From an optimization exercise on the open Yosys and OpenROAD flow, aimed at small area and few clock cycles; shortcuts taken in it are not production practice.
Function was checked by simulation only, so behaviour that the tests miss may differ from the original.
The clock port is modelled as an ideal driver; clocking choices that lean on that would not hold on a real chip.
Power is estimated from default activity; no workload was simulated.

### design.v
package hkt_pkg;
  localparam int unsigned CFG_IDX_W = 2;
  localparam logic [CFG_IDX_W-1:0] REG_NEWLINE_MODE = 2'd0;
  localparam logic [CFG_IDX_W-1:0] REG_FIRST_REPEAT = 2'd1;
  localparam logic [CFG_IDX_W-1:0] REG_NEXT_REPEAT  = 2'd2;
  localparam int unsigned IN_SLOTS = 6;
  localparam logic [7:0] KEY_CAPS_LOCK = 8'h39;
  localparam logic [7:0] KEY_NUM_LOCK  = 8'h53;
  localparam logic [7:0] CTRL_LO       = 8'h40;
  localparam logic [7:0] CTRL_HI       = 8'h5F;
  localparam logic [7:0] FIRST_RESET   = 8'd60;
  localparam logic [7:0] NEXT_RESET    = 8'd6;
  function automatic logic [7:0] plain_tab(logic [4:0] n);
    logic [7:0] c;
    case (n)
      5'd0: c = 8'h31;
      5'd1: c = 8'h32;
      5'd2: c = 8'h33;
      5'd3: c = 8'h34;
      5'd4: c = 8'h35;
      5'd5: c = 8'h36;
      5'd6: c = 8'h37;
      5'd7: c = 8'h38;
      5'd8: c = 8'h39;
      5'd9: c = 8'h30;
      5'd10: c = 8'h00;
      5'd11: c = 8'h00;
      5'd12: c = 8'h08;
      5'd13: c = 8'h00;
      5'd14: c = 8'h20;
      5'd15: c = 8'h2D;
      5'd16: c = 8'h3D;
      5'd17: c = 8'h5B;
      5'd18: c = 8'h5D;
      5'd19: c = 8'h5C;
      5'd20: c = 8'h60;
      5'd21: c = 8'h3B;
      5'd22: c = 8'h27;
      5'd23: c = 8'h60;
      5'd24: c = 8'h2C;
      5'd25: c = 8'h2E;
      5'd26: c = 8'h2F;
      default: c = 8'h00;
    endcase
    plain_tab = c;
  endfunction
  function automatic logic [7:0] shift_tab(logic [4:0] n);
    logic [7:0] c;
    case (n)
      5'd0: c = 8'h21;
      5'd1: c = 8'h40;
      5'd2: c = 8'h23;
      5'd3: c = 8'h24;
      5'd4: c = 8'h25;
      5'd5: c = 8'h5E;
      5'd6: c = 8'h26;
      5'd7: c = 8'h2A;
      5'd8: c = 8'h28;
      5'd9: c = 8'h29;
      5'd10: c = 8'h00;
      5'd11: c = 8'h00;
      5'd12: c = 8'h08;
      5'd13: c = 8'h00;
      5'd14: c = 8'h20;
      5'd15: c = 8'h5F;
      5'd16: c = 8'h2B;
      5'd17: c = 8'h7B;
      5'd18: c = 8'h7D;
      5'd19: c = 8'h7C;
      5'd20: c = 8'h7E;
      5'd21: c = 8'h3A;
      5'd22: c = 8'h22;
      5'd23: c = 8'h7E;
      5'd24: c = 8'h3C;
      5'd25: c = 8'h3E;
      5'd26: c = 8'h3F;
      default: c = 8'h00;
    endcase
    shift_tab = c;
  endfunction
  function automatic logic [7:0] arrow_tab(logic [4:0] n);
    logic [7:0] c;
    case (n)
      5'd0: c = 8'h43;
      5'd1: c = 8'h44;
      5'd2: c = 8'h42;
      5'd3: c = 8'h41;
      default: c = 8'h00;
    endcase
    arrow_tab = c;
  endfunction
  typedef struct packed {
    logic [1:0]      len;
    logic [2:0][7:0] b;
  } xlat_t;
  typedef struct packed {
    logic            new_caps;
    logic            new_num;
    logic            xlat;
    logic [7:0]      key;
    logic [1:0]      len;
    logic [2:0][7:0] b;
  } hkt_lane_t;
  function automatic xlat_t key_lookup(logic [7:0] key, logic up, logic nl);
    xlat_t      r;
    logic [7:0] c;
    logic [7:0] n;
    r = '0;
    c = '0;
    n = '0;
    if (key >= 8'h04 && key <= 8'h1D) begin
      r.len  = 2'd1;
      r.b[0] = (up ? 8'h41 : 8'h61) + (key - 8'h04);
    end else if (key == 8'h28) begin
      r.b[0] = 8'h0D;
      if (nl) begin
        r.b[1] = 8'h0A;
        r.len  = 2'd2;
      end else begin
        r.len = 2'd1;
      end
    end else if (key >= 8'h1E && key <= 8'h38) begin
      n = key - 8'h1E;
      c = up ? shift_tab(n[4:0]) : plain_tab(n[4:0]);
      if (c != 8'h00) begin
        r.len  = 2'd1;
        r.b[0] = c;
      end
    end else if (key >= 8'h3A && key <= 8'h45) begin
      n      = key - 8'h3A;
      r.len  = 2'd3;
      r.b[0] = 8'h1B;
      r.b[1] = 8'h5B;
      if (up) begin
        r.b[2] = (n < 8'd2) ? 8'h59 + n : 8'h61 + (n - 8'd2);
      end else begin
        r.b[2] = 8'h4D + n;
      end
    end else if (key >= 8'h4F && key <= 8'h52) begin
      n      = key - 8'h4F;
      r.len  = 2'd3;
      r.b[0] = 8'h1B;
      r.b[1] = 8'h5B;
      r.b[2] = arrow_tab({3'b000, n[1:0]});
    end else if (key == 8'h4C) begin
      r.len  = 2'd1;
      r.b[0] = 8'h7F;
    end else if (key == 8'h63) begin
      r.len  = 2'd1;
      r.b[0] = up ? 8'h2E : 8'h7F;
    end
    key_lookup = r;
  endfunction
endpackage
module hkt_lane (
  input  logic [7:0] key_i,
  input  logic       up_i,
  input  logic       ctrl_i,
  input  logic       nl_i,
  input  logic [1:0] idx_i,
  output logic [1:0] len_o,
  output logic [7:0] byte_o
);
  logic [7:0] plain, shifted, pb, third;
  logic [4:0] lo;
  logic       letter, punct, three, enter;
  assign letter = key_i[6:5] == 2'b00 && key_i[4:1] != 4'b1111;
  assign punct  = (key_i[6:5] == 2'b00 && key_i[4:1] == 4'b1111)
               || (key_i[6:5] == 2'b01 && key_i[4:3] != 2'b11)
               || (key_i[6:3] == 4'b0111 && key_i[2:0] == 3'b000);
  assign three  = !letter && !punct && key_i[6:0] != 7'h4C && key_i[6:0] != 7'h63;
  assign enter  = key_i[6:0] == 7'h28;
  assign lo = 5'(key_i[4:0] - 5'd3);
  always_comb begin
    plain   = 8'hxx;
    shifted = 8'hxx;
    case (key_i[5:0])
      6'h1E: begin plain = 8'h31; shifted = 8'h21; end
      6'h1F: begin plain = 8'h32; shifted = 8'h40; end
      6'h20: begin plain = 8'h33; shifted = 8'h23; end
      6'h21: begin plain = 8'h34; shifted = 8'h24; end
      6'h22: begin plain = 8'h35; shifted = 8'h25; end
      6'h23: begin plain = 8'h36; shifted = 8'h5E; end
      6'h24: begin plain = 8'h37; shifted = 8'h26; end
      6'h25: begin plain = 8'h38; shifted = 8'h2A; end
      6'h26: begin plain = 8'h39; shifted = 8'h28; end
      6'h27: begin plain = 8'h30; shifted = 8'h29; end
      6'h2A: begin plain = 8'h08; shifted = 8'h08; end
      6'h2C: begin plain = 8'h20; shifted = 8'h20; end
      6'h2D: begin plain = 8'h2D; shifted = 8'h5F; end
      6'h2E: begin plain = 8'h3D; shifted = 8'h2B; end
      6'h2F: begin plain = 8'h5B; shifted = 8'h7B; end
      6'h30: begin plain = 8'h5D; shifted = 8'h7D; end
      6'h31: begin plain = 8'h5C; shifted = 8'h7C; end
      6'h32: begin plain = 8'h60; shifted = 8'h7E; end
      6'h33: begin plain = 8'h3B; shifted = 8'h3A; end
      6'h34: begin plain = 8'h27; shifted = 8'h22; end
      6'h35: begin plain = 8'h60; shifted = 8'h7E; end
      6'h36: begin plain = 8'h2C; shifted = 8'h3C; end
      6'h37: begin plain = 8'h2E; shifted = 8'h3E; end
      6'h38: begin plain = 8'h2F; shifted = 8'h3F; end
      default: ;
    endcase
    if (ctrl_i && (key_i[5:0] == 6'h1F || key_i[5:0] == 6'h23 || key_i[5:0] == 6'h2D))
      pb = {3'b000, shifted[4:0]};
    else
      pb = up_i ? shifted : plain;
  end
  always_comb begin
    case (key_i[5:0])
      6'h3A: third = up_i ? 8'h59 : 8'h4D;
      6'h3B: third = up_i ? 8'h5A : 8'h4E;
      6'h3C: third = up_i ? 8'h61 : 8'h4F;
      6'h3D: third = up_i ? 8'h62 : 8'h50;
      6'h3E: third = up_i ? 8'h63 : 8'h51;
      6'h3F: third = up_i ? 8'h64 : 8'h52;
      6'h00: third = up_i ? 8'h65 : 8'h53;
      6'h01: third = up_i ? 8'h66 : 8'h54;
      6'h02: third = up_i ? 8'h67 : 8'h55;
      6'h03: third = up_i ? 8'h68 : 8'h56;
      6'h04: third = up_i ? 8'h69 : 8'h57;
      6'h05: third = up_i ? 8'h6A : 8'h58;
      6'h0F: third = 8'h43;
      6'h10: third = 8'h44;
      6'h11: third = 8'h42;
      6'h12: third = 8'h41;
      default: third = 8'hxx;
    endcase
  end
  assign len_o = three ? 2'd3 : (enter && nl_i) ? 2'd2 : 2'd1;
  always_comb begin
    if (three) begin
      case (idx_i)
        2'd0:    byte_o = 8'h1B;
        2'd1:    byte_o = 8'h5B;
        default: byte_o = third;
      endcase
    end else if (enter) begin
      byte_o = idx_i[0] ? 8'h0A : 8'h0D;
    end else if (letter) begin
      byte_o = {ctrl_i ? 3'b000 : up_i ? 3'b010 : 3'b011, lo};
    end else if (punct) begin
      byte_o = pb;
    end else begin
      byte_o = (up_i && key_i[5]) ? 8'h2E : 8'h7F;
    end
  end
endmodule
module hkt_match (
  input  logic [5:0][7:0] slots_i,
  input  logic [5:0][7:0] prev_i,
  input  logic            pvalid_i,
  input  logic            scan_i,
  input  logic [2:0]      p_i,
  input  logic [2:0]      h_i,
  output logic [2:0]      s_o,
  output logic [5:0]      ssel_o,
  output logic            has_s_o,
  output logic            more_o,
  output logic [7:0]      skey_o,
  output logic [5:0]      row_o,
  output logic [5:0]      col_o
);
  logic [5:0] diag, same, cand, done, todo;
  logic [7:0] hkey;
  assign hkey = prev_i[h_i];
  for (genvar j = 0; j < 6; j++) begin : g_cmp
    hkt_eq8 u_diag (.a_i(slots_i[j]), .b_i(prev_i[j]), .eq_o(same[j]));
    hkt_eq8 u_row  (.a_i(skey_o),     .b_i(prev_i[j]), .eq_o(row_o[j]));
    hkt_eq8 u_col  (.a_i(slots_i[j]), .b_i(hkey),      .eq_o(col_o[j]));
  end
  always_comb begin
    for (int i = 0; i < 6; i++) begin
      diag[i] = pvalid_i && same[i];
      cand[i] = !diag[i] && (slots_i[i] != 8'h00);
      done[i] = scan_i && (3'(i) <= p_i);
    end
    todo = cand & ~done;
    s_o  = 3'd0;
    for (int i = 5; i >= 0; i--) begin
      if (todo[i]) s_o = 3'(i);
    end
    ssel_o  = todo & ~(todo - 6'd1);
    has_s_o = |todo;
    more_o  = |(todo & ~ssel_o);
    skey_o  = '0;
    for (int i = 0; i < 6; i++) skey_o = skey_o | (ssel_o[i] ? slots_i[i] : 8'h00);
  end
endmodule
module hkt_eq8 (
  input  logic [7:0] a_i,
  input  logic [7:0] b_i,
  output logic       eq_o
);
  assign eq_o = a_i == b_i;
endmodule
module hid_key_report_to_ascii_typematic #(
  parameter int unsigned KEY_SLOTS = 6
) (
  input  logic                      clk_i,
  input  logic                      rst_ni,
  input  logic                      cfg_we_i,
  input  logic [hkt_pkg::CFG_IDX_W-1:0] cfg_idx_i,
  input  logic [7:0]                cfg_data_i,
  input  logic                      in_valid_i,
  output logic                      in_ready_o,
  input  logic                      op_i,
  input  logic [7:0]                modifier_bits_i,
  input  logic [7:0]                key_slot_0_i,
  input  logic [7:0]                key_slot_1_i,
  input  logic [7:0]                key_slot_2_i,
  input  logic [7:0]                key_slot_3_i,
  input  logic [7:0]                key_slot_4_i,
  input  logic [7:0]                key_slot_5_i,
  output logic                      out_valid_o,
  input  logic                      out_ready_i,
  output logic [7:0]                out_char_o,
  output logic                      char_valid_o,
  output logic                      last_o,
  output logic                      caps_lock_led_o,
  output logic                      num_lock_led_o,
  output logic                      led_report_changed_o
);
  localparam int unsigned N = 6;
  logic            nl_q;
  logic [7:0]      first_q, next_q;
  logic [N-1:0][7:0] prev_q;
  logic            pvalid_q;
  logic            pshift_q, pctrl_q, caps_q, num_q;
  logic            hv_q;
  logic [2:0]      h_q;
  logic            hup_q, hctrl_q, hnl_q;
  logic [7:0]      rem_q;
  logic            scan_q, evr_q;
  logic [2:0]      p_q;
  logic            job_v_q, ofire_q, chg_q, onl_q;
  logic [N-1:0]    pend_q, oup_q;
  logic [1:0]      bidx_q;
  logic [N-1:0][7:0] slots;
  logic            shift, ctrl;
  logic [N-1:0]    row, col;
  logic [2:0]      s, h1;
  logic [7:0]      skey;
  logic            xl_any;
  logic            more, has_s, sseen, snew, sx, sc, sn, sup, ev_s, evr, chg_run;
  logic            hv0, present;
  logic            scan, step;
  logic            fire_c;
  logic            acc, acc_rep, acc_tick, acc_fire;
  logic            out_xfer, finishing, slot_free;
  logic [N-1:0]    first, ksel, ssel;
  logic [7:0]      okey;
  logic            oup, octrl, onl;
  logic [1:0]      olen;
  logic [7:0]      obyte;
  logic            lane_end, pend_one;
  function automatic logic has_xlat(logic [7:0] k);
    has_xlat = (k >= 8'h04 && k <= 8'h38 && k != 8'h29 && k != 8'h2B)
            || (k >= 8'h3A && k <= 8'h45) || (k >= 8'h4F && k <= 8'h52)
            || k == 8'h4C || k == 8'h63;
  endfunction
  assign slots = {key_slot_5_i, key_slot_4_i, key_slot_3_i, key_slot_2_i, key_slot_1_i,
                  key_slot_0_i};
  assign shift = modifier_bits_i[1] | modifier_bits_i[5];
  assign ctrl  = modifier_bits_i[0] | modifier_bits_i[4];
  hkt_match u_match (
    .slots_i  (slots),
    .prev_i   (prev_q),
    .pvalid_i (pvalid_q),
    .scan_i   (scan_q),
    .p_i      (p_q),
    .h_i      (h_q),
    .s_o      (s),
    .ssel_o   (ssel),
    .has_s_o  (has_s),
    .more_o   (more),
    .skey_o   (skey),
    .row_o    (row),
    .col_o    (col)
  );
  always_comb begin
    sseen   = pvalid_q && (|row);
    snew    = has_s && !sseen;
    sx      = snew && has_xlat(skey);
    sc      = snew && skey == hkt_pkg::KEY_CAPS_LOCK;
    sn      = snew && skey == hkt_pkg::KEY_NUM_LOCK;
    sup     = (caps_q && skey >= 8'h04 && skey <= 8'h1D) != shift;
    ev_s    = sx || sc || sn;
    evr     = scan_q && evr_q;
    chg_run = (scan_q && chg_q) || sc || sn;
    xl_any  = (scan_q && (|pend_q)) || sx;
    hv0     = hv_q && !((ctrl && !pctrl_q) || (shift && !pshift_q));
    present = |col;
    h1      = 3'd0;
    for (int i = N - 1; i >= 0; i--) begin
      if (col[i]) h1 = 3'(i);
    end
  end
  always_comb begin
    first = pend_q & ~(pend_q - 1'b1);
    ksel  = ofire_q ? (N'(1) << h_q) : first;
    okey = '0;
    for (int i = 0; i < N; i++) okey = okey | (ksel[i] ? prev_q[i] : 8'h00);
  end
  assign oup   = ofire_q ? hup_q : |(first & oup_q);
  assign octrl = ofire_q ? hctrl_q : pctrl_q;
  assign onl   = ofire_q ? hnl_q : onl_q;
  hkt_lane u_xlat (
    .key_i  (okey),
    .up_i   (oup),
    .ctrl_i (octrl),
    .nl_i   (onl),
    .idx_i  (bidx_q),
    .len_o  (olen),
    .byte_o (obyte)
  );
  assign lane_end     = (bidx_q == olen - 2'd1);
  assign pend_one     = (pend_q & ~first) == '0;
  assign out_valid_o  = job_v_q;
  assign char_valid_o = ofire_q || (|pend_q);
  assign out_char_o   = char_valid_o ? obyte : 8'h00;
  assign last_o       = ofire_q ? lane_end : (pend_q == '0 || (pend_one && lane_end));
  assign caps_lock_led_o      = caps_q;
  assign num_lock_led_o       = num_q;
  assign led_report_changed_o = chg_q;
  assign fire_c    = hv_q && (rem_q <= 8'd1);
  assign out_xfer  = job_v_q && out_ready_i;
  assign finishing = out_xfer && last_o;
  assign slot_free = !job_v_q || finishing;
  assign in_ready_o = op_i ? (!fire_c || slot_free) : (slot_free && !more);
  assign acc       = in_valid_i && in_ready_o;
  assign acc_rep   = acc && !op_i;
  assign acc_tick  = acc && op_i;
  assign acc_fire  = acc_tick && fire_c;
  assign scan      = in_valid_i && !op_i && !job_v_q && more;
  assign step      = scan || acc_rep;
  always_ff @(posedge clk_i or negedge rst_ni) begin
    if (!rst_ni) begin
      nl_q     <= 1'b1;
      first_q  <= hkt_pkg::FIRST_RESET;
      next_q   <= hkt_pkg::NEXT_RESET;
      pvalid_q <= 1'b0;
      scan_q   <= 1'b0;
      pshift_q <= 1'b0;
      pctrl_q  <= 1'b0;
      caps_q   <= 1'b0;
      num_q    <= 1'b0;
      hv_q     <= 1'b0;
      job_v_q  <= 1'b0;
    end else begin
      if (cfg_we_i) begin
        unique case (cfg_idx_i)
          hkt_pkg::REG_NEWLINE_MODE: nl_q    <= cfg_data_i[0];
          hkt_pkg::REG_FIRST_REPEAT: first_q <= cfg_data_i;
          hkt_pkg::REG_NEXT_REPEAT:  next_q  <= cfg_data_i;
          default: ;
        endcase
      end
      scan_q <= scan;
      if (step) begin
        caps_q <= caps_q ^ sc;
        num_q  <= num_q ^ sn;
        if (ev_s)                  hv_q <= sx;
        else if (acc_rep && !evr)  hv_q <= hv0 && present;
      end
      if (acc_rep) begin
        pvalid_q <= 1'b1;
        pshift_q <= shift;
        pctrl_q  <= ctrl;
      end
      if (slot_free) job_v_q <= acc_rep || acc_fire;
    end
  end
  always_ff @(posedge clk_i) begin
    if (scan) begin
      p_q   <= s;
      evr_q <= evr || ev_s;
    end
    if (step) begin
      oup_q <= (oup_q & ~ssel) | (sup ? ssel : '0);
      if (sx) begin
        h_q     <= s;
        hup_q   <= sup;
        hctrl_q <= ctrl;
      end else if (acc_rep && !ev_s && !evr) begin
        h_q     <= h1;
      end
    end
    if (acc_rep) begin
      prev_q <= slots;
      onl_q  <= nl_q;
    end
    if (acc_rep && xl_any) begin
      hnl_q <= nl_q;
      rem_q <= first_q;
    end else if (acc_tick && hv_q) rem_q <= fire_c ? next_q : rem_q - 8'd1;
    if (scan) begin
      pend_q <= (scan_q ? pend_q : '0) | (sx ? ssel : '0);
      chg_q  <= chg_run;
    end else if (slot_free) begin
      bidx_q  <= 2'd0;
      ofire_q <= !acc_rep;
      pend_q  <= acc_rep ? ((scan_q ? pend_q : '0) | (sx ? ssel : '0)) : '0;
      chg_q   <= acc_rep && chg_run;
    end else if (out_xfer) begin
      if (!ofire_q && lane_end) begin
        pend_q      <= pend_q & ~first;
        bidx_q      <= 2'd0;
      end else begin
        bidx_q <= bidx_q + 2'd1;
      end
    end
  end
endmodule
### flow/run.sh
#!/bin/bash
# The standard layout (the standard.sh, standard synthesis included), with these changes:
# the port buffers that global placement inserts are the smallest buffer cell instead of
# the default choice (every input and output port still gets its own buffer); clock tree
# synthesis may use clkbuf_8 as well as clkbuf_16 buffers and adds no dummy loads; and after
# clock tree synthesis, cells on paths with slack are sized down (flow/post_cts.tcl).
# standard.sh's output goes to standard.log; each ORFS step keeps its own log under orfs/logs.
set -euo pipefail
export BUFFER_PORTS_ARGS="-buffer_cell sky130_fd_sc_hd__buf_1"
export CTS_ARGS="-sink_clustering_enable -repair_clock_nets -dont_use_dummy_load -buf_list {sky130_fd_sc_hd__clkbuf_8 sky130_fd_sc_hd__clkbuf_16}"
export POST_CTS_TCL="$PWD/flow/post_cts.tcl"
bash standard.sh > standard.log 2>&1
### flow/post_cts.tcl
# Size down cells on paths with slack, then legalize the placement again.
estimate_parasitics -placement
repair_timing -recover_power 100 -verbose
detailed_placement
check_placement -verbose
report_design_area
### standard.sh
#!/bin/bash
# synth_recipe.tcl (not shown) runs the flow's synth.tcl, then flattens the netlist and writes it again
# the make line also repeats each setting of config.mk as NAME=value (left out here)
make -C /OpenROAD-flow-scripts/flow DESIGN_CONFIG=/design/flow/config.mk WORK_HOME=/design/flow/orfs CLKGATE_MAP_FILE= SYNTH_SCRIPT=/design/flow/synth_recipe.tcl "${@:-finish}"
### config.mk
export PLATFORM = sky130hd
export DESIGN_NAME = hid_key_report_to_ascii_typematic
export DESIGN_NICKNAME = hid_key_report_to_ascii_typematic
export VERILOG_FILES = /design/flow/design.v
export SDC_FILE = /design/flow/constraint.sdc
export NUM_CORES = 4
export LEC_CHECK = 0
export CAP_MARGIN = 20
export CORE_MARGIN = 2
export CORE_UTILIZATION = 40
export SLEW_MARGIN = 20
export SYNTH_HIERARCHICAL = 1
### constraint.sdc
create_clock -name core_clock -period 10.0 [get_ports {clk_i}]
set_input_delay 2.0000 -clock core_clock [delete_from_list [all_inputs] [get_ports {clk_i}]]
set_output_delay 2.0000 -clock core_clock [all_outputs]
set_load 0.01 [all_outputs]
==> results of run 1 <==
[sequential cells by signal (all words and copies together) (netlist names), 2 cells and up, named ones only]
name     cells
rem_q        8
prev_q      48
first_q      8
p_q          3
bidx_q       2
h_q          3
pend_q       6
next_q       8
[final cells by class]
cell class                 instances  area [um2]
fill                            2280       12700
multi-input combinational        770        5490
sequential                       108        3130
timing repair buffer              96         408
tap                              285         357
clock buffer                       9         225
inverter                          30         113
[cell usage in the layout, fill, tap and decap left out, types with 13 or more instances in the layout]
cell type and instances:
xnor2_1 151, edfxtp_1 83, nand2_1 82, nor2_1 57
clkbuf_1 46, o21ai_0 45, nand4_1 40, buf_1 36
inv_1 27, a21oi_1 27, nand3_1 26, mux2_2 20
o22ai_1 18, a222oi_1 18, a22oi_1 18, dfrtp_1 18
and2_1 16, nor3_1 15, mux2i_1 13
[metal layers]
layer	GRT usage	up-vias	part of all wire
met5	0	-	0
met3	0.0440	60	0.088
met4	0.0758	0	0.024
met2	0.365	435	0.45
met1	0.332	3858	0.44
li1	-	3716	-
[final timing paths]
path | startpoint | endpoint
hold reg to reg | pshift_q$_DFFE_PN0P_ | pshift_q$_DFFE_PN0P_
setup / recovery | h_q[0]$_DFFE_PP_ | in_ready_o
hold / removal | pshift_q$_DFFE_PN0P_ | pshift_q$_DFFE_PN0P_
min in group asynchronous | rst_ni | next_q[3]$_DFFE_PN0P_
max in group asynchronous | rst_ni | caps_q$_DFFE_PN0P_
setup reg to reg | h_q[0]$_DFFE_PP_ | prev_q[21]$_DFFE_PP_
[power by group through the flow]
stage	registers (W)	clock network (W)	logic, W
2_1_floorplan	0.000587	0	0.000388
3_3_place_gp	0.000621	0	0.000497
3_5_place_dp	0.000623	0	0.000501
5_1_grt	0.000622	0.000331	0.000540
6_report	0.000611	0.000309	0.000495
[worst max-delay path, cell delays in order (launching register included)]
cell,delay (ps)
edfxtp_1,1100
nand2_1,270
o32ai_1,880
a222oi_1,200
nand2_1,430
ha_1,540
nand4bb_1,150
a21oi_1,220
nand2b_1,160
o21a_1,200
nand2_1,80
xor2_1,170
mux2i_1,210
a31oi_1,720
nand2_1,250
nand2_1,130
o2bb2ai_1,130
buf_1,170
[stage by stage]
| step | total power (W) | setup slack (ps) | utilization | cell area, um2 |
|---|---|---|---|---|
| after global routing | 0.00149 | 1050 | 0.433 | 9720 |
| final | 0.00142 | 1630 | 0.433 | 9720 |
| after detailed placement | 0.00112 | 2320 | 0.427 | 9580 |
| after floorplan | 0.000974 | 3650 | - | 9050 |
| after global placement | 0.00112 | 2390 | 0.427 | 9580 |
==> flow_summary.json, run 1 <==
{
  "drt-total-wl_mm": 28.0,
  "fmax_mhz": 119,
  "r2r_cells": 16,
  "hold_violations": 0,
  "synth.avg_cell_area_um2": 9.50,
  "dp.cells": 1288,
  "layout.cells.non_filler": 1298,
  "status": "no timing/DRC/antenna violations",
  "p_sw_frac": 0.362,
  "clkSinkCount": 108,
  "synth_warnings": 9,
  "dp_hpwl_mm": 21.0,
  "antenna_found_initial": 0,
  "arrival_ps": 6370,
  "die_x_um": 154,
  "worstSetupPathType": "reg -> out",
  "clk_latency_ps": 360,
  "cts_tree": "yes",
  "syn-num-nets": 1032,
  "vias_per_cell": 6.22,
  "crit_path_start_kind": "flip-flop",
  "drtIter0Drc": 990,
  "chipHeight_um": 154,
  "syn_area_um2": 9050,
  "wire_per_inst_um": 21.6,
  "fp-row-count": 55,
  "min_period_ps": 8370,
  "cell_internal_pwr_w": 0.000904,
  "maxSlewHeadroom": 0.248,
  "report.final.slew_viol_count": 0,
  "power_density_nw_per_um2": 146,
  "ir_worst_vdd_mv": 0.0844,
  "setup_violations": 0,
  "grt_pass1_wl_mm": 43.9,
  "drc": 0,
  "nets": 1095,
  "worstHoldPathCells": 2,
  "die_area_um2": 23800,
  "grt_overflow": 0,
  "ff2ff_setup_slack_ps": 2270,
  "power.share.combinational": 0.350,
  "gp_congestion": 0.962,
  "power_frac_clock": 0.218,
  "critPathCaptureType": "primary output",
  "initial_core_util": 0.403,
  "fp.coreArea_um2": 22400,
  "rsz0062_at_grt": "false",
  "grt_pass1_vias": 7723,
  "p_seq_frac": 0.432,
  "whs_ps": 491,
  "synth_cells": 952,
  "crit_path_max_fanout": 18,
  "clock_skew_ps": 18.9,
  "cap_violations": 0,
  "clkSlewWorstSetupHoldPaths_ps": 80,
  "vias": 8069,
  "hold_path_class": "reg -> reg",
  "area_delta_synth_final_pct": 7.37,
  "ant_nets": 0,
  "max_slew.worst_pin.slew_ps": 1130,
  "p_switching_w": 0.000512,
  "finalSetupTns_ps": 0,
  "power.leakage_nw": 3.07,
  "antennaDiodeCount": 0,
  "io_pins": 87,
  "drive_above_1_share": 0.0770,
  "cp.required_ps": 8000,
  "place.port_buffers": 81,
  "grt_max_degree": 35,
  "grt_usage": 0.235,
  "first_pass_iters": 5,
  "finalCritPeriodShare": 0.837
}
Testbench counts, summed over its fixed seeds: cycles 24,608.
==> inputs of run 2 (changes only) <==
--- a/design.v
+++ b/design.v
@@ -259,15 +259,14 @@
   output logic            more_o,
   output logic [7:0]      skey_o,
   output logic [5:0]      row_o,
-  output logic [5:0]      col_o
+  output logic [5:0]      diag_o
 );
   logic [5:0] diag, same, cand, done, todo;
-  logic [7:0] hkey;
+  logic [7:0] hkey, rkey;
   assign hkey = prev_i[h_i];
   for (genvar j = 0; j < 6; j++) begin : g_cmp
     hkt_eq8 u_diag (.a_i(slots_i[j]), .b_i(prev_i[j]), .eq_o(same[j]));
-    hkt_eq8 u_row  (.a_i(skey_o),     .b_i(prev_i[j]), .eq_o(row_o[j]));
-    hkt_eq8 u_col  (.a_i(slots_i[j]), .b_i(hkey),      .eq_o(col_o[j]));
+    hkt_eq8 u_row  (.a_i(rkey),       .b_i(prev_i[j]), .eq_o(row_o[j]));
   end
   always_comb begin
     for (int i = 0; i < 6; i++) begin
@@ -285,6 +284,8 @@
     more_o  = |(todo & ~ssel_o);
     skey_o  = '0;
     for (int i = 0; i < 6; i++) skey_o = skey_o | (ssel_o[i] ? slots_i[i] : 8'h00);
+    rkey    = has_s_o ? skey_o : hkey;
+    diag_o  = diag;
   end
 endmodule
 module hkt_eq8 (
@@ -338,12 +339,13 @@
   logic [1:0]      bidx_q;
   logic [N-1:0][7:0] slots;
   logic            shift, ctrl;
-  logic [N-1:0]    row, col;
+  logic [N-1:0]    row, diag, kfound;
   logic [2:0]      s, h1;
   logic [7:0]      skey;
   logic            xl_any;
   logic            more, has_s, sseen, snew, sx, sc, sn, sup, ev_s, evr, chg_run;
-  logic            hv0, present;
+  logic            hv0, present, need_k, kneed, kin_q;
+  logic [2:0]      kpos_q;
   logic            scan, step;
   logic            fire_c;
   logic            acc, acc_rep, acc_tick, acc_fire;
@@ -376,7 +378,7 @@
     .more_o   (more),
     .skey_o   (skey),
     .row_o    (row),
-    .col_o    (col)
+    .diag_o   (diag)
   );
   always_comb begin
     sseen   = pvalid_q && (|row);
@@ -390,11 +392,16 @@
     chg_run = (scan_q && chg_q) || sc || sn;
     xl_any  = (scan_q && (|pend_q)) || sx;
     hv0     = hv_q && !((ctrl && !pctrl_q) || (shift && !pshift_q));
-    present = |col;
+    need_k  = hv0 && !diag[h_q] && !evr;
+    kneed   = has_s && need_k && !snew;
+    kfound  = row & diag;
+    present = has_s ? diag[h_q] : ((scan_q && kin_q) || (|kfound));
     h1      = 3'd0;
     for (int i = N - 1; i >= 0; i--) begin
-      if (col[i]) h1 = 3'(i);
+      if (kfound[i]) h1 = 3'(i);
     end
+    if (has_s)                h1 = h_q;
+    else if (scan_q && kin_q) h1 = kpos_q;
   end
   always_comb begin
     first = pend_q & ~(pend_q - 1'b1);
@@ -427,12 +434,12 @@
   assign out_xfer  = job_v_q && out_ready_i;
   assign finishing = out_xfer && last_o;
   assign slot_free = !job_v_q || finishing;
-  assign in_ready_o = op_i ? (!fire_c || slot_free) : (slot_free && !more);
+  assign in_ready_o = op_i ? (!fire_c || slot_free) : (slot_free && !more && !kneed);
   assign acc       = in_valid_i && in_ready_o;
   assign acc_rep   = acc && !op_i;
   assign acc_tick  = acc && op_i;
   assign acc_fire  = acc_tick && fire_c;
-  assign scan      = in_valid_i && !op_i && !job_v_q && more;
+  assign scan      = in_valid_i && !op_i && !job_v_q && (more || kneed);
   assign step      = scan || acc_rep;
   always_ff @(posedge clk_i or negedge rst_ni) begin
     if (!rst_ni) begin
@@ -475,6 +482,8 @@
     if (scan) begin
       p_q   <= s;
       evr_q <= evr || ev_s;
+      kin_q <= (scan_q && kin_q) || row[h_q];
+      if (row[h_q]) kpos_q <= s;
     end
     if (step) begin
       oup_q <= (oup_q & ~ssel) | (sup ? ssel : '0);
==> flow_summary.json, run 2 <==
{
  "grt_pass1_vias": 7225,
  "ant_nets": 0,
  "critPathCaptureType": "primary output",
  "critPathTopFamily": "compound AO/OA/AOI/OAI gates",
  "power_frac_clock": 0.301,
  "finalSetupTns_ps": 0,
  "largest_reg_flops": 48,
  "fp.coreArea_um2": 21900,
  "antennaDiodeCount": 0,
  "power.share.combinational": 0.187,
  "clkSinkCount": 112,
  "syn_area_um2": 8940,
  "antenna_found_initial": 0,
  "path_cells": "buf_1, or4_1, o21ai_2, inv_1, a211oi_4, and3_1, a22oi_1, a31oi_1, clkbuf_1, xnor2_1, nand4_1, nor2_1, or4_1, o31ai_4, nor3b_1, a21oi_2, a21oi_1, a21oi_1, buf_1",
  "die_area_um2": 23600,
  "place.port_buffers": 81,
  "fmax_mhz": 104,
  "chipHeight_um": 153,
  "wire_per_inst_um": 20.9,
  "crit_path_start_kind": "input port",
  "mostFrequentLayoutCell": "nand2_1",
  "power.leakage_nw": 3.17,
  "first_pass_iters": 8,
  "dp_hpwl_mm": 20.4,
  "gp_congestion": 0.918,
  "finalPower_w": 0.00105,
  "die_x_um": 153,
  "initial_core_util": 0.408,
  "top_register": "prev_q",
  "clock_skew_ps": 44.1,
  "vias": 7829,
  "max_slew.worst_pin.slew_ps": 968,
  "grt_pass1_wl_mm": 41.4,
  "synth.avg_cell_area_um2": 9.59,
  "layout.cells.non_filler": 1279,
  "finalCritPeriodShare": 0.959,
  "arrival_ps": 7590,
  "maxSlewHeadroom": 0.353,
  "vias_per_cell": 6.12,
  "grt_usage": 0.223,
  "fillCellCount": 2212,
  "area_delta_synth_final_pct": 7.73,
  "power_density_nw_per_um2": 109,
  "grt_overflow": 0,
  "final_core_util": 0.440,
  "path_buf_inv": 4,
  "report.final.slew_viol_count": 0,
  "io_pins": 87,
  "drc": 0,
  "clk_latency_ps": 380,
  "cap_violations": 0,
  "whs_ps": 481,
  "status": "no timing/DRC/antenna violations",
  "synth_warnings": 9,
  "worstSetupPathType": "in -> out",
  "clkSlewWorstSetupHoldPaths_ps": 70,
  "fp-row-count": 54,
  "grt_max_degree": 50,
  "synth_cells": 932,
  "p_sw_frac": 0.274,
  "nets": 1081,
  "cell_internal_pwr_w": 0.000765,
  "setup_violations": 0,
  "syn-num-nets": 1012,
  "cpMaxStageDelayCell": "or4_1",
  "drive_above_1_share": 0.0911,
  "p_switching_w": 0.000288,
  "crit_path_max_fanout": 13,
  "p_seq_frac": 0.511,
  "drtIter0Drc": 709,
  "max_stage_delay_ps": 590,
  "rsz0062_at_grt": "false",
  "drt-total-wl_mm": 26.7,
  "hold_violations": 0,
  "layout_common_cells": "nand2_1, xnor2_1, edfxtp_1",
  "ir_worst_vdd_mv": 0.0920,
  "min_period_ps": 9590,
  "hold_path_class": "reg -> reg",
  "dp.cells": 1269,
  "cp.required_ps": 8000,
  "cts_tree": "yes"
}
[run 2: changes by cell type in the layout (fill, tap and decap cells not counted), moves of 11 or more]
cell / previous run / this run
buf_1: 36 / 76
a22o_1: 1 / 12
xnor2_1: 151 / 103
clkbuf_1: 46 / 9
a21oi_1: 27 / 38
nand2_1: 82 / 105
a222oi_1: 18 / 7
nand3_1: 26 / 13
[run 2: power by group through the flow]
| stage | Clock (W) | Combinational (W) | Sequential, W |
|---|---|---|---|
| floorplan | 0 | 0.000139 | 0.000544 |
| global placement | 0 | 0.000197 | 0.000549 |
| detailed placement | 0 | 0.000199 | 0.000549 |
| global route | 0.000339 | 0.000216 | 0.000541 |
| finish | 0.000317 | 0.000197 | 0.000539 |
[run 2: final timing paths]
path | startpoint | endpoint | slack, ps | depth (start not counted)
min | num_q$_DFFE_PN0P_ | num_q$_DFFE_PN0P_ | 480 | 1
max reg2reg | ofire_q$_DFFE_PP_ | rem_q[6]$_DFFE_PP_ | 2690 | 18
min reg2reg | num_q$_DFFE_PN0P_ | num_q$_DFFE_PN0P_ | 480 | 1
min in group asynchronous | rst_ni | next_q[5]$_DFFE_PN0P_ | 1700 | 2
max | key_slot_0_i[6] | in_ready_o | 410 | 19
max in group asynchronous | rst_ni | caps_q$_DFFE_PN0P_ | 7860 | 2
[run 2: cell type report]
cell class / instances / area, um2 / area share
clock buffers: 9 / 225 / 0.0234
multi-input cells: 748 / 5250 / 0.545
flip-flops and latches: 112 / 3250 / 0.337
repair buffers: 102 / 457 / 0.0474
well taps: 280 / 350 / 0.0364
inverters: 28 / 106 / 0.0110
[run 2: through the flow]
step	area [um2]	worst slack (ps)
3_3_place_gp	9480	842
5_1_grt	9630	82.1
6_report	9630	408
3_5_place_dp	9480	787
2_1_floorplan	8940	2080
[run 2: layer usage]
metal  track usage  vias to the layer above  wire length, um
li1              -                     3677                -
met1         0.319                     3742            12000
met2         0.349                      368            12100
met3        0.0361                       42             2040
met4        0.0638                        0              556
met5             0                        -                0
[run 2: worst reg2reg max path: stages (launching register included)]
cell       delay (ps)
edfxtp_1          790
nand2b_1          160
o32ai_1           820
a222oi_1          320
nand4_1           520
ha_1              580
nand4bb_1         150
a21oi_1           240
nand2b_1          160
o21a_1            220
nand2_1            80
xor2_1            190
mux2i_1           430
nand2_1           100
o211ai_1          720
nand3_1           550
a21o_1            450
inv_1             160
a41o_1            330
Testbench counts of run 2, summed over its fixed seeds: cycles 24,616.

port drivers added, routing unchanged:
The flow's constraints put no driver on any port. The routed layouts listed below were extracted and timed again, unchanged, in two steps.
Step 1 (the two cells are an assumption about what drives the block):
set clk [get_ports {clk_i}]
set_driving_cell -lib_cell sky130_fd_sc_hd__clkbuf_16 $clk
set_driving_cell -lib_cell sky130_fd_sc_hd__buf_2 [delete_from_list [all_inputs] $clk]
Step 2 moves the port delays by t, midway between the first and last clock arrival at a register: inputs arrive t later, outputs are due t later. That takes back most of the time a late clock gives input paths.
Three values: no drivers, after step 1, after step 2; two values: the first two.
| run | shift t [ns] | setup slack, ns | worst hold slack (ns) | cell pins on the clock port's net |
|---|---|---|---|---|
| run 1 | 0.397 | 1.632 / 1.587 / 1.794 | 0.491 / 0.491 / 0.491 | 1 |
| run 2 | 0.404 | 0.408 / 0.383 / 0.383 | 0.481 / 0.481 / 0.481 | 1 |
After both steps every run listed still meets setup and hold. The setup slack of run 2, which loses most, moves by -0.025 ns with the drivers and by -0.025 ns with both steps.
